Context: an optimization exercise on an open-source flow, tuned for small area, a short achievable clock period and few clock cycles. The choices shown serve that exercise and are no tape-out recipe.
At most, simulation tests tie the RTL to the original design; equivalence was not proved.
For run 4, only the layout was checked, not whether the RTL still works.
Power and IR drop assume default switching activity. The clock port is modelled as an ideal driver; clocking choices that lean on that would not hold on a real chip.

===== design/flow/design.v =====
package nnz_pkg;
  localparam int PIXEL_W    = 8;
  localparam int MAX_SCALE  = 4;
  localparam int MAX_LINE_W = 320;
  localparam int MAX_LINES  = 240;
  typedef enum logic [1:0] {
    IDLE = 2'd0,
    LOAD = 2'd1,
    EMIT = 2'd2,
    DONE = 2'd3
  } nnz_state_e;
  function automatic logic cfg_legal(input int scale,
                                     input int width,
                                     input int height,
                                     input int max_scale,
                                     input int max_width,
                                     input int max_height);
    cfg_legal = (scale  >= 1) && (scale  <= max_scale) &&
           (width  >= 1) && (width  <= max_width) &&
           (height >= 1) && (height <= max_height);
  endfunction
endpackage
module nnz_line_buffer #(
  parameter int PIXEL_W = 8,
  parameter int NT      = 17,
  parameter int NM      = 19,
  parameter int TAP_W   = 5
) (
  input  logic               clk,
  input  logic               wr_en,
  input  logic [PIXEL_W-1:0] wr_data,
  input  logic [TAP_W-1:0]   tap_sel,
  output logic [PIXEL_W-1:0] tap_q
);
  localparam int N = NT * NM;
  logic [N*PIXEL_W-1:0] ring_q;
  logic [PIXEL_W-1:0]   tap_data;
  always_ff @(posedge clk) begin
    ring_q <= {(wr_en ? wr_data : ring_q[PIXEL_W-1:0]), ring_q[N*PIXEL_W-1:PIXEL_W]};
  end
  always_comb begin
    tap_data = ring_q[PIXEL_W +: PIXEL_W];
    for (int t = 1; t < NT; t++) begin
      if (tap_sel == TAP_W'(t)) tap_data = ring_q[(t*NM+1)*PIXEL_W +: PIXEL_W];
    end
  end
  always_ff @(posedge clk) begin
    tap_q <= tap_data;
  end
endmodule
module nearest_neighbor_zoom_nx #(
  parameter int PIXEL_W    = nnz_pkg::PIXEL_W,
  parameter int MAX_SCALE  = nnz_pkg::MAX_SCALE,
  parameter int MAX_LINE_W = nnz_pkg::MAX_LINE_W,
  parameter int MAX_LINES  = nnz_pkg::MAX_LINES,
  parameter int SCALE_W    = $clog2(MAX_SCALE + 1),
  parameter int COL_W      = $clog2(MAX_LINE_W + 1),
  parameter int ROW_W      = $clog2(MAX_LINES + 1)
) (
  input  logic               clk,
  input  logic               reset_n,
  input  logic               start,
  input  logic [SCALE_W-1:0] scale,
  input  logic [COL_W-1:0]   src_width,
  input  logic [ROW_W-1:0]   src_height,
  input  logic               in_valid,
  input  logic [PIXEL_W-1:0] in_pixel,
  output logic               in_ready,
  output logic               out_valid,
  output logic [PIXEL_W-1:0] out_pixel,
  input  logic               out_ready,
  output logic               out_eol,
  output logic               busy,
  output logic               done,
  output logic               cfg_err
);
  localparam int NT   = 17;
  localparam int NM   = 19;
  localparam int PW   = 5;
  localparam int RS_W = $clog2(MAX_SCALE);
  function automatic logic [2*PW-1:0] pos_dec(input logic [2*PW-1:0] p);
    if (p[PW-1:0] == '0) begin
      pos_dec = {(p[2*PW-1:PW] == '0) ? PW'(NT - 1) : p[2*PW-1:PW] - PW'(1), PW'(NM - 1)};
    end else begin
      pos_dec = {p[2*PW-1:PW], p[PW-1:0] - PW'(1)};
    end
  endfunction
  localparam logic [2*PW-1:0] POS_TAIL = {PW'(NT - 1), PW'(NM - 1)};
  localparam logic [2*PW-1:0] POS_ONE  = {PW'(0), PW'(1)};
  logic start_legal;
  assign start_legal = nnz_pkg::cfg_legal(32'(scale), 32'(src_width), 32'(src_height),
                                          MAX_SCALE, MAX_LINE_W, MAX_LINES);
  logic               busy_q, done_q, cfg_err_q, go_q;
  logic [SCALE_W-1:0] scale_q;
  logic [COL_W-1:0]   width_q;
  logic [RS_W-1:0]    sm1;           
  logic               s1;            
  logic               w1;            
  logic [PIXEL_W-1:0] ib0_q, ib1_q;
  logic               ibv0_q, ibv1_q;
  logic               in_ready_q;
  logic               em_act_q;
  logic [RS_W-1:0]    rxc_q, ryc_q;
  logic [COL_W-1:0]   colc_q;
  logic [ROW_W-1:0]   rowc_q;
  logic               col_end_q, row_end_q, rep0_q;
  logic               wfirst_q;      
  logic               hw_q;          
  logic               nw_q;          
  logic [2*PW-1:0]    wp_q;          
  logic               wp_zero_q;     
  logic [2*PW-1:0]    p0_q;          
  logic               hv_q;
  logic [PIXEL_W-1:0] h_q;
  logic [2*PW-1:0]    np_q;          
  logic               np_tap_q;      
  logic               mv_q, meol_q, mlast_q;
  logic [PIXEL_W-1:0] mpix_q;
  logic               sv_q, seol_q, slast_q;
  logic [PIXEL_W-1:0] spix_q;
  logic               acc, go;
  logic               push, pop;
  logic               rx_end, ry_end;
  logic               src_ok, emit;
  logic [PIXEL_W-1:0] em_pix;
  logic               em_eol, em_last;
  logic               wr, winit, wr0, wr1;
  logic [PIXEL_W-1:0] wr_data;
  logic               cons_h, ld_h, ld_last;
  logic [PIXEL_W-1:0] tap_q;
  logic               m_load;
  logic               busy_d;
  assign acc  = start && !busy_q;
  assign go   = acc && start_legal;
  assign push = in_valid && in_ready_q;
  assign sm1 = RS_W'(scale_q - SCALE_W'(1));
  assign s1  = (scale_q == SCALE_W'(1));
  assign w1  = (width_q == COL_W'(1));
  assign rx_end = (rxc_q == '0);
  assign ry_end = (ryc_q == '0);
  assign wr0     = !s1 && !hw_q && (wfirst_q ? pop
                                             : (em_act_q && rep0_q && ibv0_q && wp_zero_q));
  assign wr1     = em_act_q && rep0_q && !s1 && ibv1_q && hw_q && !nw_q && !col_end_q && wp_zero_q;
  assign wr      = wr0 || wr1;
  assign winit   = wr0 && wfirst_q;
  assign wr_data = hw_q ? ib1_q : ib0_q;
  assign src_ok = rep0_q ? (ibv0_q && (!rx_end || s1 || hw_q || wfirst_q || wp_zero_q)) : hv_q;
  assign emit   = em_act_q && src_ok && !sv_q;
  assign em_pix  = rep0_q ? ib0_q : h_q;
  assign em_eol  = rx_end && col_end_q;
  assign em_last = em_eol && ry_end && row_end_q;
  assign pop    = emit && rep0_q && rx_end;
  assign cons_h = emit && !rep0_q && rx_end;
  assign ld_h = np_tap_q &&
                (hv_q ? (cons_h && !(col_end_q && ry_end))
                      : (em_act_q && (!rep0_q || (!wfirst_q && !s1))));
  always_comb begin
    if (!hv_q)          ld_last = rep0_q ? w1 : col_end_q;
    else if (col_end_q) ld_last = w1;
    else                ld_last = (colc_q == COL_W'(2));
  end
  nnz_line_buffer #(
    .PIXEL_W (PIXEL_W),
    .NT      (NT),
    .NM      (NM),
    .TAP_W   (PW)
  ) u_line_buffer (
    .clk      (clk),
    .wr_en    (wr),
    .wr_data  (wr_data),
    .tap_sel  (np_q[2*PW-1:PW]),
    .tap_q    (tap_q)
  );
  assign m_load = !mv_q || out_ready;
  always_comb begin
    busy_d = busy_q;
    if (go)          busy_d = 1'b1;
    else if (done_q) busy_d = 1'b0;
  end
  always_ff @(posedge clk or negedge reset_n) begin
    if (!reset_n) begin
      busy_q     <= 1'b0;
      done_q     <= 1'b0;
      cfg_err_q  <= 1'b0;
      go_q       <= 1'b0;
      in_ready_q <= 1'b0;
      ibv0_q     <= 1'b0;
      ibv1_q     <= 1'b0;
      em_act_q   <= 1'b0;
      hv_q       <= 1'b0;
      mv_q       <= 1'b0;
      sv_q       <= 1'b0;
    end else begin
      busy_q     <= busy_d;
      done_q     <= mv_q && out_ready && mlast_q;
      cfg_err_q  <= acc && !start_legal;
      go_q       <= go;
      in_ready_q <= go || (busy_d && !(!pop && (ibv1_q || (ibv0_q && push))));
      if (go_q) begin
        em_act_q <= 1'b1;
      end else if (emit && em_last) begin
        em_act_q <= 1'b0;
      end
      if (ld_h)        hv_q <= 1'b1;
      else if (cons_h) hv_q <= 1'b0;
      if (pop) begin
        if (ibv1_q) ibv1_q <= 1'b0;
        else        ibv0_q <= push;
      end else if (push) begin
        if (ibv0_q) ibv1_q <= 1'b1;
        else        ibv0_q <= 1'b1;
      end
      if (m_load) begin
        mv_q <= sv_q || emit;
        sv_q <= 1'b0;
      end else if (emit) begin
        sv_q <= 1'b1;
      end
    end
  end
  always_ff @(posedge clk) begin
    if (pop) begin
      ib0_q <= ibv1_q ? ib1_q : in_pixel;
    end else if (push && !ibv0_q) begin
      ib0_q <= in_pixel;
    end
    if (push && ibv0_q && !pop) ib1_q <= in_pixel;
    if (!busy_q) begin
      scale_q <= scale;
      width_q <= src_width;
    end
    if (!busy_q) begin
      rowc_q <= src_height;
    end
    if (go_q) begin
      rxc_q     <= sm1;
      ryc_q     <= sm1;
      rep0_q    <= 1'b1;
      colc_q    <= width_q;
      col_end_q <= w1;
      row_end_q <= (rowc_q == ROW_W'(1));
      wfirst_q  <= 1'b1;
    end else if (emit) begin
      if (rx_end) begin
        rxc_q <= sm1;
        if (col_end_q) begin
          colc_q    <= width_q;
          col_end_q <= w1;
          if (ry_end) begin
            ryc_q    <= sm1;
            rep0_q   <= 1'b1;
            wfirst_q <= 1'b1;
            rowc_q    <= rowc_q - ROW_W'(1);
            row_end_q <= (rowc_q == ROW_W'(2));
          end else begin
            ryc_q  <= ryc_q - RS_W'(1);
            rep0_q <= 1'b0;
          end
        end else begin
          colc_q    <= colc_q - COL_W'(1);
          col_end_q <= (colc_q == COL_W'(2));
        end
      end else begin
        rxc_q <= rxc_q - RS_W'(1);
      end
    end
    if (winit) wfirst_q <= 1'b0;
    if (go_q || pop) begin
      hw_q <= !go_q && (nw_q || wr1);
      nw_q <= 1'b0;
    end else begin
      hw_q <= hw_q || wr0;
      nw_q <= nw_q || wr1;
    end
    if (wr) begin
      wp_q      <= {PW'(0), PW'(sm1)};
      wp_zero_q <= 1'b0;
    end else begin
      wp_q      <= pos_dec(wp_q);
      wp_zero_q <= (wp_q == POS_ONE);
    end
    if (winit) p0_q <= POS_TAIL;
    else       p0_q <= pos_dec(p0_q);
    if (ld_h) h_q <= tap_q;
    if (winit) begin
      np_q     <= POS_TAIL;
      np_tap_q <= 1'b0;
    end else if (ld_h) begin
      np_q     <= ld_last ? pos_dec(p0_q) : {np_q[2*PW-1:PW], PW'(sm1)};
      np_tap_q <= 1'b0;
    end else begin
      np_q     <= pos_dec(np_q);
      np_tap_q <= (np_q[PW-1:0] == PW'(1));
    end
    if (m_load) begin
      mpix_q  <= sv_q ? spix_q : em_pix;
      meol_q  <= sv_q ? seol_q : em_eol;
      mlast_q <= sv_q ? slast_q : em_last;
    end else if (emit) begin
      spix_q  <= em_pix;
      seol_q  <= em_eol;
      slast_q <= em_last;
    end
  end
  assign in_ready  = in_ready_q;
  assign out_valid = mv_q;
  assign out_pixel = mpix_q;
  assign out_eol   = meol_q;
  assign busy      = busy_q;
  assign done      = done_q;
  assign cfg_err   = cfg_err_q;
endmodule

===== design/flow/flow/run.sh =====
#!/bin/bash
# The standard layout, with two changes: clock tree synthesis inserts no dummy
# loads, and the port buffers are buf_2 cells. Everything else (synthesis,
# floorplan, power grid, placement, routing) is the standard.sh unchanged.
set -euo pipefail
export CTS_ARGS="-sink_clustering_enable -repair_clock_nets -sink_clustering_size 20 -sink_clustering_max_diameter 45 -sink_clustering_buffer sky130_fd_sc_hd__clkbuf_8 -dont_use_dummy_load"
export BUFFER_PORTS_ARGS="-buffer_cell sky130_fd_sc_hd__buf_2"
bash standard.sh > standard_flow.log 2>&1

===== design/flow/standard.sh =====
#!/bin/bash
# synth_recipe.tcl (not shown) runs the flow's synth.tcl, then flattens the netlist and writes it again
# the make line also repeats each setting of config.mk as NAME=value (left out here)
make -C /OpenROAD-flow-scripts/flow DESIGN_CONFIG=/design/flow/config.mk WORK_HOME=/design/flow/orfs CLKGATE_MAP_FILE= SYNTH_SCRIPT=/design/flow/synth_recipe.tcl "${@:-finish}"

===== design/flow/config.mk =====
export PLATFORM = sky130hd
export DESIGN_NAME = nearest_neighbor_zoom_nx
export DESIGN_NICKNAME = nearest_neighbor_zoom_nx
export VERILOG_FILES = /design/flow/design.v
export SDC_FILE = /design/flow/constraint.sdc
export NUM_CORES = 4
export LEC_CHECK = 0
export CAP_MARGIN = 20
export CORE_MARGIN = 2
export CORE_UTILIZATION = 60
export CTS_CLUSTER_DIAMETER = 65
export CTS_CLUSTER_SIZE = 33
export PLACE_DENSITY = 0.68
export SETUP_SLACK_MARGIN = 2.7
export SLEW_MARGIN = 20

===== design/flow/constraint.sdc =====
create_clock -name core_clock -period 5.0 [get_ports {clk}]
set_input_delay 1.0000 -clock core_clock [delete_from_list [all_inputs] [get_ports {clk}]]
set_output_delay 1.0000 -clock core_clock [all_outputs]
set_load 0.01 [all_outputs]

==> results.sh, run 1 <==
export IMPL_r2r_slack_ns=2.78
export IMPL_cts_buffers=174
export IMPL_grt_use_total_pct=16.3
export IMPL_rr_endpoint="u_line_buffer.tap_q[7]$_DFF_P_"
export IMPL_fin_setup_tns_ns=0
export IMPL_ir_drop_mv=0.345
export IMPL_fin_crit_ns=2.24
export IMPL_path_class="reg2out"
export IMPL_crit_arrival_ns=1.24
export IMPL_cts_buffer_depth=3
export IMPL_cts_root_buf="clkbuf_16"
export IMPL_maxSlewHeadroom_pct=59.1
export IMPL_fill_cells=6719
export IMPL_drv_cap=0
export IMPL_start_kind="flop"
export IMPL_ys_ff_latch=2718
export IMPL_hpwl_mm=51.3
export IMPL_rsz0062_at_grt="yes"
export IMPL_path_buf_inv=1
export IMPL_seq_area_sq_um=55200
export IMPL_wl_per_cell_um=16.7
export IMPL_crit_family="flip-flops"
export IMPL_tritoncts="yes"
export IMPL_grt_pass1_vias=23126
export IMPL_cp_end_kind="primary output"
export IMPL_ios=47
export IMPL_via_per_inst=4.66
export IMPL_grt_max_degree=34
export IMPL_drive_gt1_share_pct=9.46
export IMPL_antenna_found_initial=13
export IMPL_whs_ns=0.178
export IMPL_cp_slowest_cell="edfxtp_1"
export IMPL_yosysSeqAreaShare_pct=92.7
export IMPL_skew_ns=0.0916
export IMPL_synth_top_area_share_pct=88.7
export IMPL_min_path_type="in2async"
export IMPL_p_leak_nw=25.3
export IMPL_synth_warnings=2
export IMPL_synth_top_cell_by_area="dfxtp_1"
export IMPL_first_iter_violations=1623
export IMPL_ant_nets=0
export IMPL_cts_clk_slew_worst_paths_ns=0.08
export IMPL_synthFlopType="dfxtp_1"
export IMPL_finalHoldViolations=0
export IMPL_multi_input_area_sq_um=4340
export IMPL_totalWireLength_mm=82.1
export IMPL_synth_edf_count=71
export IMPL_hold_buffers=0
export IMPL_syn_nets=3467
export IMPL_rr_startpoint="np_q[5]$_SDFFE_PP0P_"
export IMPL_gp_congestion=0.845
export IMPL_final_max_slew_viol_count=0
export IMPL_crit_path_max_fanout=1
export IMPL_rows=115
export IMPL_finalNetCount=3689
export IMPL_portBuffers=46
export IMPL_run_status="no timing/DRC/antenna violations"
export IMPL_avgSynthCellArea_sq_um=17.4
export IMPL_core_area_sq_um=98400
export IMPL_syn_area_sq_um=59500
export IMPL_grt_overflow=0
export IMPL_path_cells="buf_2"
export IMPL_layout_area_overhead_vs_synth_pct=8.28
export IMPL_synth_area_leaders="dfxtp_1 89%, edfxtp_1 3.6%, a21oi_1 0.58%, nand2_1 0.47%, dfrtp_1 0.46%"
export IMPL_drc=0
export IMPL_h_tree_depth=4
export IMPL_fin_crit_sh_pct=44.7
export IMPL_slowest_delay_ns=0.37
export IMPL_grt_pass1_wl_mm=128
export IMPL_syn_inst=3416
export IMPL_worst_pin_slew_ns=0.613
export IMPL_die_h_um=319
export IMPL_die_w_um=319
export IMPL_cts_sinks=2718
export IMPL_clock_latency_ns=0.73
export IMPL_critPathRequiredTime_ns=4.00
export IMPL_r2r_cells=8
export IMPL_dieArea_sq_um=102000
export IMPL_routed_via_count=22958
export IMPL_fmax_ghz=0.447
export IMPL_setup_viol=0
export IMPL_power_density_nw_per_um2=536
export IMPL_async_flop_share_pct=0.405
export IMPL_initial_core_util_pct=60.5
export IMPL_first_pass_iters=5
export IMPL_ys_types=73
[kinds of logic after synthesis]
group                      after synthesis  share of synthesized area, %
xor gates and xnor gates                13                         0.191
adders and majority gates               18                         0.378
DFF                                   2718                          92.7
buffers and inverters                   75                         0.534
and+or+nand+nor                        310                          2.79
AOI/OAI and AO/OA                      238                          2.62
muxes                                   44                         0.795
[through the flow]
step	std cells	area [sq um]	total power [mW]	utilization, %	setup slack, ns
floorplan	3416	59500	24.7	-	2.76
global placement	4713	61200	25.3	62.2	2.05
detailed placement	4713	61200	25.4	62.2	1.98
CTS	4910	64200	34.7	65.2	2.58
global route	4923	64400	36.0	65.5	2.69
finish	4926	64500	34.6	65.5	2.76
[Yosys cell counts (4+ instances only)]
master        n
nand2_1      75
a222oi_1      4
nor4_1        9
nand3_1      27
o21ai_1       8
ha_1         18
inv_1        36
edfxtp_1     71
dfxtp_1    2636
mux2_1        8
o2111ai_1     5
o22ai_1      12
nor2b_1      16
a31oi_1      13
nor3b_1       5
nor3_1       33
mux2i_1      18
o211ai_1      4
a21o_1        7
a211o_1       6
or3_1        11
a211oi_1      7
a311oi_1      7
nand2b_1     18
o21a_1        8
and3_1        5
xnor2_1      10
o221ai_1     16
nor4b_1       6
nor2_1       68
a21oi_1      69
nand3b_1      4
a22oi_1       8
dfrtp_1      11
clkbuf_1     19
buf_2        14
and3b_1       5
o21ai_0      42
mux2_2       18
o31ai_1       5
[layer usage]
metal  routed length (um)  global-route usage (%)  share of wire, %
met5                    0                       0                 0
met2                35300                    24.5                43
met4                 2190                    6.06               2.7
met1                41000                    23.6                50
met3                 3580                    3.30               4.4
[sequential cells by signal, indices dropped and copies added (netlist names), 2 cells and up]
| signal | flops |
|---|---|
| ib1_q | 8 |
| u_line_buffer.ring_q | 2584 |
| rxc_q | 2 |
| colc_q | 9 |
| p0_q | 10 |
| rowc_q | 8 |
| np_q | 10 |
| mpix_q | 8 |
| ryc_q | 2 |
| h_q | 8 |
| u_line_buffer.tap_q | 8 |
| wp_q | 10 |
| ib0_q | 8 |
| scale_q | 3 |
| spix_q | 8 |
| width_q | 9 |
[cell type report]
cell class / instances / share of cell area, %
repair buffers: 84 / 0.889
clock buffers: 174 / 4.01
inverters: 36 / 0.214
flip-flops and latches: 2718 / 85.6
diodes: 3 / 0.0116
multi-input cells: 624 / 6.73
well taps: 1287 / 2.50
[worst max-delay path by stage]
stage | slack [ns] | to | depth (start not counted) | startpoint
after CTS | 2.58 | u_line_buffer.tap_q[6]$_DFF_P_ | 8 | np_q[5]$_SDFFE_PP0P_
after global placement | 2.05 | u_line_buffer.tap_q[1]$_DFF_P_ | 8 | np_q[5]$_SDFFE_PP0P_
after floorplan | 2.76 | seol_q$_DFFE_PP_ | 2 | out_ready
after detailed placement | 1.98 | u_line_buffer.tap_q[1]$_DFF_P_ | 8 | np_q[5]$_SDFFE_PP0P_
after global routing | 2.69 | out_pixel[3] | 1 | mpix_q[3]$_DFFE_PN_
final | 2.76 | out_pixel[3] | 1 | mpix_q[3]$_DFFE_PN_
[cells in the final DEF, fill, tap and decap left out, types with 6 or more instances in the layout]
master,instances
a211o_1,6
a211oi_1,7
a21oi_1,66
a22oi_1,8
a311oi_1,6
a31oi_1,13
buf_2,46
buf_4,31
clkbuf_16,18
clkbuf_8,157
dfrtp_1,9
dfxtp_1,2630
edfxtp_1,71
ha_1,13
inv_1,35
mux2_1,8
mux2_2,18
mux2i_1,16
nand2_1,72
nand2b_1,17
nand3_1,25
nor2_1,65
nor2b_1,14
nor3_1,30
o21a_1,8
o21ai_0,40
o21ai_1,10
o221ai_1,16
o22ai_1,11
or3_1,10
xnor2_1,10
[power breakdown]
group	internal [mW]	switching (mW)	total, mW
registers	22.5	0.525	23.0
logic	0.971	1.35	2.32
clock network	3.44	5.77	9.22
total	26.9	7.65	34.6
[timing repair]
item / 4_1_cts / 5_1_grt
endpoints found under the setup margin: 110 / 59
gates cloned: 1 / 1
resized for setup: 42 / 37
buffers inserted: 22 / 12
hold endpoints to repair: 0 / 0
pin swaps: 9 / 9
Testbench counts, summed over its fixed seeds: cycles 646,332.
==> inputs of run 2 (changes only) <==
--- a/design/flow/config.mk
+++ b/design/flow/config.mk
@@ -8,8 +8,8 @@
 export CAP_MARGIN = 20
 export CORE_MARGIN = 2
-export CORE_UTILIZATION = 60
+export CORE_UTILIZATION = 70
 export CTS_CLUSTER_DIAMETER = 65
 export CTS_CLUSTER_SIZE = 33
-export PLACE_DENSITY = 0.68
+export PLACE_DENSITY = 0.78
 export SETUP_SLACK_MARGIN = 2.7
 export SLEW_MARGIN = 20
==> results.sh, run 2 <==
export IMPL_hpwl_mm=57.3
export IMPL_fin_crit_sh_pct=45.6
export IMPL_cts_root_buf="clkbuf_16"
export IMPL_finalHoldViolations=0
export IMPL_synthFlopType="dfxtp_1"
export IMPL_drc=0
export IMPL_whs_ns=0.161
export IMPL_ant_nets=0
export IMPL_final_common_cell="dfxtp_1"
export IMPL_layout_area_overhead_vs_synth_pct=7.78
export IMPL_drv_cap=0
export IMPL_ys_types=73
export IMPL_grt_overflow=0
export IMPL_crit_path_start="np_q[6]$_SDFFE_PP0P_"
export IMPL_die_w_um=296
export IMPL_skew_ns=0.109
export IMPL_grt_pass1_wl_mm=141
export IMPL_h_tree_depth=4
export IMPL_totalPowerFinal_mw=34.6
export IMPL_cts_clk_slew_worst_paths_ns=0.10
export IMPL_critPathRequiredTime_ns=5.60
export IMPL_most_common_layout_cells="2631 x dfxtp_1, 152 x clkbuf_8, 73 x nand2_1, 71 x edfxtp_1"
export IMPL_fmax_ghz=0.439
export IMPL_routed_via_count=23393
export IMPL_cp_slowest_cell="dfxtp_2"
export IMPL_synth_top_cell_by_area="dfxtp_1"
export IMPL_cts_buffer_depth=3
export IMPL_worst_slack_ns=2.72
export IMPL_run_status="no timing/DRC/antenna violations"
export IMPL_via_per_inst=4.91
export IMPL_async_flop_share_pct=0.405
export IMPL_drive_gt1_share_pct=9.18
export IMPL_cts_sinks=2718
export IMPL_ys_ff_latch=2718
export IMPL_ir_drop_mv=0.354
export IMPL_slowest_delay_ns=0.39
export IMPL_yosysMostFrequentCell="dfxtp_1"
export IMPL_grt_use_total_pct=21.7
export IMPL_tritoncts="yes"
export IMPL_synth_warnings=2
export IMPL_yosys_top_cells_count="2636 x dfxtp_1, 75 x nand2_1, 71 x edfxtp_1"
export IMPL_first_pass_iters=6
export IMPL_ios=47
export IMPL_grt_pass1_vias=24655
export IMPL_top_register="u_line_buffer.ring_q"
export IMPL_syn_nets=3467
export IMPL_rr_endpoint="u_line_buffer.tap_q[1]$_DFF_P_"
export IMPL_crit_family="simple AND/OR/NAND/NOR gates"
export IMPL_syn_inst=3416
export IMPL_setup_viol=0
export IMPL_cts_buffers=168
export IMPL_synth_area_leaders="dfxtp_1 89%, edfxtp_1 3.6%, a21oi_1 0.58%, nand2_1 0.47%, dfrtp_1 0.46%"
export IMPL_core_area_sq_um=84000
export IMPL_rsz0062_at_grt="yes"
export IMPL_worst_pin_slew_ns=0.884
export IMPL_p_leak_nw=25.3
export IMPL_die_h_um=296
export IMPL_gp_congestion=0.853
export IMPL_synth_edf_count=71
export IMPL_cp_end_kind="flop"
export IMPL_finalNetCount=3679
export IMPL_clock_latency_ns=0.74
export IMPL_rows=106
export IMPL_power_density_nw_per_um2=539
export IMPL_hold_buffers=0
export IMPL_place_ws_ns=2.00
export IMPL_largest_reg_flops=2584
export IMPL_crit_path_max_fanout=17
export IMPL_path_buf_inv=2
export IMPL_path_class="reg2reg"
export IMPL_maxSlewHeadroom_pct=41.1
export IMPL_rr_startpoint="np_q[6]$_SDFFE_PP0P_"
export IMPL_yosysSeqAreaShare_pct=92.7
export IMPL_start_kind="flop"
export IMPL_crit_arrival_ns=2.88
export IMPL_fin_util_pct=76.4
export IMPL_fin_setup_tns_ns=0
export IMPL_avgSynthCellArea_sq_um=17.4
export IMPL_r2r_slack_ns=2.72
export IMPL_path_cells="inv_2 > ha_4 > buf_12 > nand4b_1 > nand2_2 > nor3_2 > nor4_2 > o211ai_1 > o21ai_1"
export IMPL_totalWireLength_mm=93.2
export IMPL_grt_max_degree=36
export IMPL_initial_core_util_pct=70.9
export IMPL_wl_per_cell_um=19.6
export IMPL_portBuffers=46
export IMPL_r2r_cells=9
export IMPL_antenna_found_initial=14
export IMPL_dieArea_sq_um=87400
export IMPL_syn_area_sq_um=59500
export IMPL_min_path_type="in2async"
export IMPL_first_iter_violations=1541
export IMPL_final_max_slew_viol_count=0
export IMPL_fin_crit_ns=2.28
export IMPL_synth_top_area_share_pct=88.7
run 2: cell counts after synthesis:
No cell type changed its count.
run 2: cells by family (layout without fill, tap and decap cells):
group / Yosys count / after routing / share of synthesized area (%)
other: 0 / 2 / 0
AOI/OAI and AO/OA: 238 / 239 / 2.62
and+or+nand+nor: 310 / 310 / 2.79
muxes: 44 / 44 / 0.795
xor gates and xnor gates: 13 / 13 / 0.191
adders and majority gates: 18 / 18 / 0.378
buffers and inverters: 75 / 284 / 0.534
DFF: 2718 / 2718 / 92.7
run 2: where the power goes:
| part | leakage [nW] | internal [mW] | switching [mW] |
|---|---|---|---|
| sequential | 22.0 | 22.5 | 0.530 |
| combinational | 1.94 | 0.963 | 1.37 |
| clock | 1.30 | 3.35 | 5.89 |
run 2: layout make-up:
class | count | area [sq um]
antenna | 2 | 5.00
clock buffer | 168 | 2500
fill | 4276 | 19800
tap | 1134 | 1420
inverter | 36 | 135
sequential | 2718 | 55200
timing repair buffer | 80 | 542
multi-input combinational | 624 | 4360
run 2: worst max-delay path by stage:
stage          cells after the start                        endpoint  slack, ns
2_1_floorplan                      2                seol_q$_DFFE_PP_       2.76
3_3_place_gp                       8  u_line_buffer.tap_q[1]$_DFF_P_       2.06
3_5_place_dp                       6  u_line_buffer.tap_q[6]$_DFF_P_       2.00
4_1_cts                            8  u_line_buffer.tap_q[7]$_DFF_P_       2.65
5_1_grt                            9  u_line_buffer.tap_q[1]$_DFF_P_       2.62
6_report                           9  u_line_buffer.tap_q[1]$_DFF_P_       2.72
run 2: timing repair:
item | CTS | global route
hold endpoints to repair | 0 | 0
pin swaps | 6 | 11
setup endpoints to repair | 103 | 80
gates resized for setup | 42 | 34
setup buffers | 14 | 16
gates cloned | 1 | 1
run 2: worst reg2reg max path, delay by kind of cell, from the launching register on:
kind | cells | cell delay, ns
simple gates | 4 | 1.07
flops | 1 | 0.39
buf+inv | 2 | 0.27
compound gates | 2 | 0.29
fa+ha+maj | 1 | 0.18
run 2: layer usage:
metal | global-route usage [%] | vias to the layer above | part of all wire (%)
met5 | 0 | - | 0
met4 | 7.96 | 0 | 2.8
met3 | 3.44 | 201 | 4.2
met2 | 36.4 | 621 | 49
met1 | 29.0 | 11237 | 44
li1 | - | 11334 | -
run 2: stage by stage:
stage               std cells  area (sq um)
global placement         4560         61000
global route             4760         64100
CTS                      4743         63800
floorplan                3416         59500
finish                   4762         64200
detailed placement       4560         61000
==> inputs of run 3 (changes only) <==
--- a/design/flow/config.mk
+++ b/design/flow/config.mk
@@ -8,8 +8,7 @@
 export CAP_MARGIN = 20
 export CORE_MARGIN = 2
-export CORE_UTILIZATION = 70
+export CORE_UTILIZATION = 40
 export CTS_CLUSTER_DIAMETER = 65
 export CTS_CLUSTER_SIZE = 33
-export PLACE_DENSITY = 0.78
 export SETUP_SLACK_MARGIN = 2.7
 export SLEW_MARGIN = 20
==> results.sh, run 3 <==
export IMPL_maxSlewHeadroom_pct=53.9
export IMPL_syn_area_sq_um=59500
export IMPL_fin_util_pct=44.3
export IMPL_ir_drop_mv=0.313
export IMPL_first_iter_violations=1001
export IMPL_synth_edf_count=71
export IMPL_antenna_found_initial=16
export IMPL_final_max_slew_viol_count=0
export IMPL_grt_overflow=0
export IMPL_finalHoldViolations=0
export IMPL_fin_crit_sh_pct=45.9
export IMPL_rr_startpoint="np_q[6]$_SDFFE_PP0P_"
export IMPL_place_ws_ns=1.92
export IMPL_path_depth=1
export IMPL_yosys_top_cells_count="2636 x dfxtp_1, 75 x nand2_1, 71 x edfxtp_1"
export IMPL_most_common_layout_cells="2631 x dfxtp_1, 158 x clkbuf_8, 72 x nand2_1, 71 x edfxtp_1, 67 x a21oi_1"
export IMPL_grt_max_degree=29
export IMPL_rsz0062_at_grt="yes"
export IMPL_tritoncts="yes"
export IMPL_r2r_cells=10
export IMPL_slowest_delay_ns=0.39
export IMPL_run_status="no timing/DRC/antenna violations"
export IMPL_worst_pin_slew_ns=0.691
export IMPL_fmax_ghz=0.435
export IMPL_cts_clk_slew_worst_paths_ns=0.10
export IMPL_drc=0
export IMPL_cp_end_kind="primary output"
export IMPL_first_pass_iters=5
export IMPL_syn_inst=3416
export IMPL_via_per_inst=4.07
export IMPL_path_class="reg2out"
export IMPL_rows=141
export IMPL_async_flop_share_pct=0.405
export IMPL_crit_path_start="mpix_q[4]$_DFFE_PN_"
export IMPL_path_buf_inv=1
export IMPL_skew_ns=0.0897
export IMPL_avgSynthCellArea_sq_um=17.4
export IMPL_critPathRequiredTime_ns=4.00
export IMPL_cts_buffers=175
export IMPL_drv_cap=0
export IMPL_cts_root_buf="clkbuf_16"
export IMPL_clock_latency_ns=0.76
export IMPL_largest_reg_flops=2584
export IMPL_worst_slack_ns=2.70
export IMPL_gp_congestion=0.792
export IMPL_start_kind="flop"
export IMPL_fin_setup_tns_ns=0
export IMPL_crit_path_max_fanout=1
export IMPL_crit_family="flip-flops"
export IMPL_synth_area_leaders="dfxtp_1 89%, edfxtp_1 3.6%, a21oi_1 0.58%, nand2_1 0.47%, dfrtp_1 0.46%"
export IMPL_totalWireLength_mm=80.5
export IMPL_die_h_um=390
export IMPL_grt_pass1_wl_mm=121
export IMPL_grt_use_total_pct=10.5
export IMPL_ys_ff_latch=2718
export IMPL_die_w_um=390
export IMPL_grt_pass1_vias=21371
export IMPL_cts_sinks=2718
export IMPL_cp_slowest_cell="edfxtp_1"
export IMPL_top_register="u_line_buffer.ring_q"
export IMPL_finalNetCount=3692
export IMPL_ys_types=73
export IMPL_p_leak_nw=25.4
export IMPL_drive_gt1_share_pct=9.51
export IMPL_path_cells="buf_2"
export IMPL_synth_warnings=2
export IMPL_ant_nets=0
export IMPL_hpwl_mm=51.2
export IMPL_power_density_nw_per_um2=530
export IMPL_ios=47
export IMPL_portBuffers=46
export IMPL_setup_viol=0
export IMPL_min_path_type="in2async"
export IMPL_synth_top_area_share_pct=88.7
export IMPL_routed_via_count=22669
export IMPL_h_tree_depth=4
export IMPL_crit_arrival_ns=1.30
export IMPL_cts_buffer_depth=3
export IMPL_syn_nets=3467
export IMPL_initial_core_util_pct=40.3
export IMPL_yosysMostFrequentCell="dfxtp_1"
export IMPL_totalPowerFinal_mw=34.6
export IMPL_dieArea_sq_um=152000
export IMPL_fin_crit_ns=2.30
export IMPL_yosysSeqAreaShare_pct=92.7
export IMPL_core_area_sq_um=148000
export IMPL_final_common_cell="dfxtp_1"
export IMPL_wl_per_cell_um=14.4
export IMPL_layout_area_overhead_vs_synth_pct=9.78
export IMPL_synthFlopType="dfxtp_1"
export IMPL_synth_top_cell_by_area="dfxtp_1"
==> run 3: cell count changes in the layout (fill, tap and decap cells not counted), moves of 3 or more <==
cell / change
a21oi_1: +3
nor4_2: +3
diode_2: +5
buf_6: +3
clkbuf_8: +6
==> run 3: per-layer routing <==
layer  track usage (%)  routed length [um]
met5                 0                   0
met4              4.40                2350
met3              2.53                3410
met2              14.8               32600
met1              15.3               42200
==> run 3: final cells by class <==
type,instances,area (sq um)
diodes,7,17.5
clock buffers,175,2600
fillers,12790,82300
inverters,36,141
multi-input cells,623,4320
flip-flops and latches,2718,55200
well taps,1930,2410
repair buffers,87,649
==> run 3: power by group <==
group | total, mW | switching (mW) | internal [mW]
sequential | 23.0 | 0.472 | 22.5
clock | 9.27 | 5.81 | 3.46
combinational | 2.38 | 1.36 | 1.02
==> run 3: cells by family (layout without fill, tap and decap cells) <==
| family | after synthesis | in the layout | share of synthesized area (%) |
|---|---|---|---|
| xor gates and xnor gates | 13 | 13 | 0.191 |
| muxes | 44 | 44 | 0.795 |
| adders and majority gates | 18 | 18 | 0.378 |
| DFF | 2718 | 2718 | 92.7 |
| AOI/OAI and AO/OA | 238 | 238 | 2.62 |
| other | 0 | 7 | 0 |
| and+or+nand+nor | 310 | 310 | 2.79 |
| buffers and inverters | 75 | 298 | 0.534 |
==> run 3: through the flow <==
| stage | instance area, sq um | instances | hold slack (ns) |
|---|---|---|---|
| 2_1_floorplan | 59500 | 3416 | 0.310 |
| 3_3_place_gp | 62100 | 5362 | 0.310 |
| 3_5_place_dp | 62100 | 5362 | 0.312 |
| 4_1_cts | 65000 | 5549 | 0.0623 |
| 5_1_grt | 65300 | 5569 | 0.0792 |
| 6_report | 65300 | 5576 | 0.120 |
==> run 3: final timing paths <==
kind	endpoint	slack (ns)
min reg2reg	u_line_buffer.ring_q[2235]$_DFF_P_	0.26
max	out_pixel[4]	2.70
max reg2reg	u_line_buffer.tap_q[1]$_DFF_P_	2.78
min in group core_clock	u_line_buffer.ring_q[2235]$_DFF_P_	0.26
max in group asynchronous	busy_q$_DFF_PN0_	4.63
min	hv_q$_DFFE_PN0P_	0.12
==> run 3: timing repair <==
action | CTS | global route
gates resized for setup | 38 | 43
hold buffers | 0 | 0
buffers inserted | 11 | 18
endpoints found under the setup margin | 110 | 89
pin swaps | 3 | 12
cloned | 1 | 2
==> inputs of run 4 (changes only) <==
--- a/design/flow/design.v
+++ b/design/flow/design.v
@@ -117,6 +117,4 @@
   logic               mv_q, meol_q, mlast_q;
   logic [PIXEL_W-1:0] mpix_q;
-  logic               sv_q, seol_q, slast_q;
-  logic [PIXEL_W-1:0] spix_q;
   logic               acc, go;
   logic               push, pop;
@@ -129,5 +127,4 @@
   logic               cons_h, ld_h, ld_last;
   logic [PIXEL_W-1:0] tap_q;
-  logic               m_load;
   logic               busy_d;
   assign acc  = start && !busy_q;
@@ -146,5 +143,5 @@
   assign wr_data = hw_q ? ib1_q : ib0_q;
   assign src_ok = rep0_q ? (ibv0_q && (!rx_end || s1 || hw_q || wfirst_q || wp_zero_q)) : hv_q;
-  assign emit   = em_act_q && src_ok && !sv_q;
+  assign emit   = em_act_q && src_ok && (!mv_q || out_ready);
   assign em_pix  = rep0_q ? ib0_q : h_q;
   assign em_eol  = rx_end && col_end_q;
@@ -172,5 +169,4 @@
     .tap_q    (tap_q)
   );
-  assign m_load = !mv_q || out_ready;
   always_comb begin
     busy_d = busy_q;
@@ -190,5 +186,4 @@
       hv_q       <= 1'b0;
       mv_q       <= 1'b0;
-      sv_q       <= 1'b0;
     end else begin
       busy_q     <= busy_d;
@@ -211,10 +206,5 @@
         else        ibv0_q <= 1'b1;
       end
-      if (m_load) begin
-        mv_q <= sv_q || emit;
-        sv_q <= 1'b0;
-      end else if (emit) begin
-        sv_q <= 1'b1;
-      end
+      mv_q <= emit || (mv_q && !out_ready);
     end
   end
@@ -293,12 +283,8 @@
       np_tap_q <= (np_q[PW-1:0] == PW'(1));
     end
-    if (m_load) begin
-      mpix_q  <= sv_q ? spix_q : em_pix;
-      meol_q  <= sv_q ? seol_q : em_eol;
-      mlast_q <= sv_q ? slast_q : em_last;
-    end else if (emit) begin
-      spix_q  <= em_pix;
-      seol_q  <= em_eol;
-      slast_q <= em_last;
+    if (emit) begin
+      mpix_q  <= em_pix;
+      meol_q  <= em_eol;
+      mlast_q <= em_last;
     end
   end
==> design/flow/flow/run.sh (replaced) <==
#!/bin/bash
# The standard layout, with two changes: clock tree synthesis inserts no dummy
# loads, and the port buffers are buf_2 cells. Everything else (synthesis,
# floorplan, power grid, placement, routing) is the standard.sh unchanged.
set -euo pipefail
export CTS_ARGS="-sink_clustering_enable -repair_clock_nets -sink_clustering_size 33 -sink_clustering_max_diameter 65 -dont_use_dummy_load"
export BUFFER_PORTS_ARGS="-buffer_cell sky130_fd_sc_hd__buf_2"
bash standard.sh > standard_flow.log 2>&1
==> results.sh, run 4 <==
export IMPL_start_kind="flop"
export IMPL_ir_drop_mv=0.358
export IMPL_most_common_layout_cells="2630 x dfxtp_1, 103 x clkbuf_16, 79 x nor2_1, 72 x nand2_1, 65 x a21oi_1"
export IMPL_multi_input_area_sq_um=4320
export IMPL_skew_ns=0.0706
export IMPL_totalWireLength_mm=80.8
export IMPL_avgSynthCellArea_sq_um=17.4
export IMPL_cts_clk_slew_worst_paths_ns=0.08
export IMPL_grt_use_total_pct=10.6
export IMPL_crit_arrival_ns=1.54
export IMPL_path_class="reg2out"
export IMPL_power_density_nw_per_um2=538
export IMPL_synth_top_cell_by_area="dfxtp_1"
export IMPL_synth_warnings=2
export IMPL_path_buf_inv=1
export IMPL_min_path_type="in2async"
export IMPL_clock_latency_ns=0.71
export IMPL_gp_congestion=0.826
export IMPL_synthFlopType="dfxtp_1"
export IMPL_final_common_cell="dfxtp_1"
export IMPL_seq_area_sq_um=54900
export IMPL_crit_family="flip-flops"
export IMPL_synth_area_leaders="dfxtp_1 89%, edfxtp_1 3.1%, a21oi_1 0.58%, nor2_1 0.53%, nand2_1 0.49%"
export IMPL_drv_cap=0
export IMPL_grt_overflow=0
export IMPL_totalPowerFinal_mw=35.0
export IMPL_cts_root_buf="clkbuf_16"
export IMPL_run_status="no timing/DRC/antenna violations"
export IMPL_top_register="u_line_buffer.ring_q"
export IMPL_crit_path_start="mpix_q[3]$_DFFE_PN_"
export IMPL_critPathRequiredTime_ns=4.00
export IMPL_cts_buffer_depth=3
export IMPL_setup_viol=0
export IMPL_synth_edf_count=61
export IMPL_syn_inst=3398
export IMPL_grt_max_degree=34
export IMPL_cp_slowest_cell="edfxtp_1"
export IMPL_async_flop_share_pct=0.369
export IMPL_rsz0062_at_grt="yes"
export IMPL_synth_top_area_share_pct=89.3
export IMPL_grt_pass1_wl_mm=121
export IMPL_finalNetCount=3624
export IMPL_worst_pin_slew_ns=0.791
export IMPL_wl_per_cell_um=14.7
export IMPL_rr_startpoint="scale_q[0]$_DFFE_PN_"
export IMPL_dieArea_sq_um=151000
export IMPL_first_iter_violations=1162
export IMPL_yosys_top_cells_count="2636 x dfxtp_1, 83 x nor2_1, 77 x nand2_1"
export IMPL_syn_nets=3449
export IMPL_hpwl_mm=51.5
export IMPL_antenna_found_initial=22
export IMPL_r2r_slack_ns=2.72
export IMPL_tritoncts="yes"
export IMPL_fmax_ghz=0.394
export IMPL_initial_core_util_pct=40.2
export IMPL_core_area_sq_um=147000
export IMPL_fill_cells=12885
export IMPL_ys_ff_latch=2707
export IMPL_grt_pass1_vias=20909
export IMPL_finalHoldViolations=0
export IMPL_yosysMostFrequentCell="dfxtp_1"
export IMPL_ys_types=84
export IMPL_path_cells="buf_2"
export IMPL_die_h_um=388
export IMPL_ios=47
export IMPL_slowest_delay_ns=0.60
export IMPL_fin_crit_ns=2.54
export IMPL_via_per_inst=4.07
export IMPL_rows=141
export IMPL_maxSlewHeadroom_pct=47.2
export IMPL_fin_crit_sh_pct=50.7
export IMPL_routed_via_count=22389
export IMPL_largest_reg_flops=2584
export IMPL_first_pass_iters=5
export IMPL_yosysSeqAreaShare_pct=92.9
export IMPL_crit_path_max_fanout=1
export IMPL_final_max_slew_viol_count=0
export IMPL_layout_area_overhead_vs_synth_pct=10.3
export IMPL_drc=0
export IMPL_drive_gt1_share_pct=9.10
export IMPL_ant_nets=0
export IMPL_syn_area_sq_um=59100
export IMPL_portBuffers=46
export IMPL_cts_buffers=102
export IMPL_die_w_um=388
export IMPL_h_tree_depth=3
export IMPL_p_leak_nw=25.4
export IMPL_cts_sinks=2707
export IMPL_cp_end_kind="primary output"
export IMPL_fin_setup_tns_ns=0
## run 4: through the flow
step | utilization (%) | hold slack, ns | worst slack (ns) | std cells | cell area (sq um)
finish | 44.3 | 0.142 | 2.46 | 5506 | 65100
global route | 44.3 | 0.110 | 2.37 | 5501 | 65100
detailed placement | 41.9 | 0.312 | 1.95 | 5339 | 61600
global placement | 41.9 | 0.310 | 2.03 | 5339 | 61600
floorplan | - | 0.310 | 2.63 | 3398 | 59200
CTS | 44.0 | 0.0771 | 2.35 | 5472 | 64700
## run 4: cell families after synthesis
family	synth area share [%]
AOI/OAI and AO/OA	2.56
DFF	92.9
muxes	0.604
adders and majority gates	0.381
xor gates and xnor gates	0.208
and+or+nand+nor	2.89
buffers and inverters	0.504
## run 4: where the power goes
group / switching, mW / leakage [nW] / internal (mW) / total, mW
sequential: 0.582 / 22.0 / 22.6 / 23.1
combinational: 1.42 / 2.15 / 1.14 / 2.55
clock: 5.66 / 1.26 / 3.67 / 9.33
## run 4: path summary, 6_finish.rpt
| path | end | depth (start not counted) |
|---|---|---|
| max | out_pixel[3] | 1 |
| min reg2reg | u_line_buffer.ring_q[339]$_DFF_P_ | 0 |
| min in group core_clock | u_line_buffer.ring_q[339]$_DFF_P_ | 0 |
| max in group asynchronous | busy_q$_DFF_PN0_ | 1 |
| max reg2reg | colc_q[7]$_DFFE_PP_ | 6 |
| min | in_ready_q$_DFF_PN0_ | 1 |
## run 4: metal layers
metal / GRT usage [%] / wire (um) / up-vias / share of wire, %
li1: - / - / 11194 / -
met1: 15.6 / 42100 / 10710 / 52
met2: 15.0 / 32400 / 315 / 40
met3: 2.33 / 3340 / 166 / 4.1
met4: 4.10 / 2850 / 4 / 3.5
met5: 0 / 23 / - / 0.028
## run 4: layout make-up
cell class / count / share of cell area, %
Antenna cell: 5 / 0.0192
Clock buffer: 102 / 3.92
Inverter: 32 / 0.204
Multi-Input combinational cell: 621 / 6.64
Sequential cell: 2707 / 84.3
Tap cell: 1930 / 3.71
Timing Repair Buffer: 109 / 1.26
## run 4: repair_timing
action | 4_1_cts | 5_1_grt
setup buffers | 29 | 27
gates resized for setup | 60 | 39
pin swaps | 8 | 18
hold buffers | 0 | 0
cloned | 2 | 2
setup endpoints to repair | 101 | 37

-- what the ideal ports hide --
Ports are ideal in the flow. The routed layouts listed here were re-timed in OpenROAD.
Step 1, drivers: a clkbuf_16 drives clk and a buf_2 each remaining input, both assumed.
Step 2 times the ports against the registers' clock, not the clock port: input delays grow and output delays shrink by t, the midpoint of the rising clock arrivals with the driver on.
Slacks: ideal / step 1 / step 2; pairs: ideal / step 1.
run | t, ns | setup slack, ns | worst setup path at the end | clock arrival spread, ns | worst data-port slew with drivers (ns)
run 1 | 0.756 | 2.765 / 2.700 / 2.553 | input to register | 0.096 / 0.095 | 0.05
run 2 | 0.745 | 2.722 / 2.697 / 2.307 | input to register | 0.128 / 0.128 | 0.04
run 3 | 0.788 | 2.703 / 2.633 / 2.247 | input to register | 0.090 / 0.089 | 0.04
run 4 | 0.764 | 2.465 / 2.395 / 2.377 | input to register | 0.102 / 0.102 | 0.27
After both steps setup and hold are still met in every run listed. For run 3, which loses most, drivers alone change the setup slack by -0.070 ns; drivers and shift together by -0.456 ns.
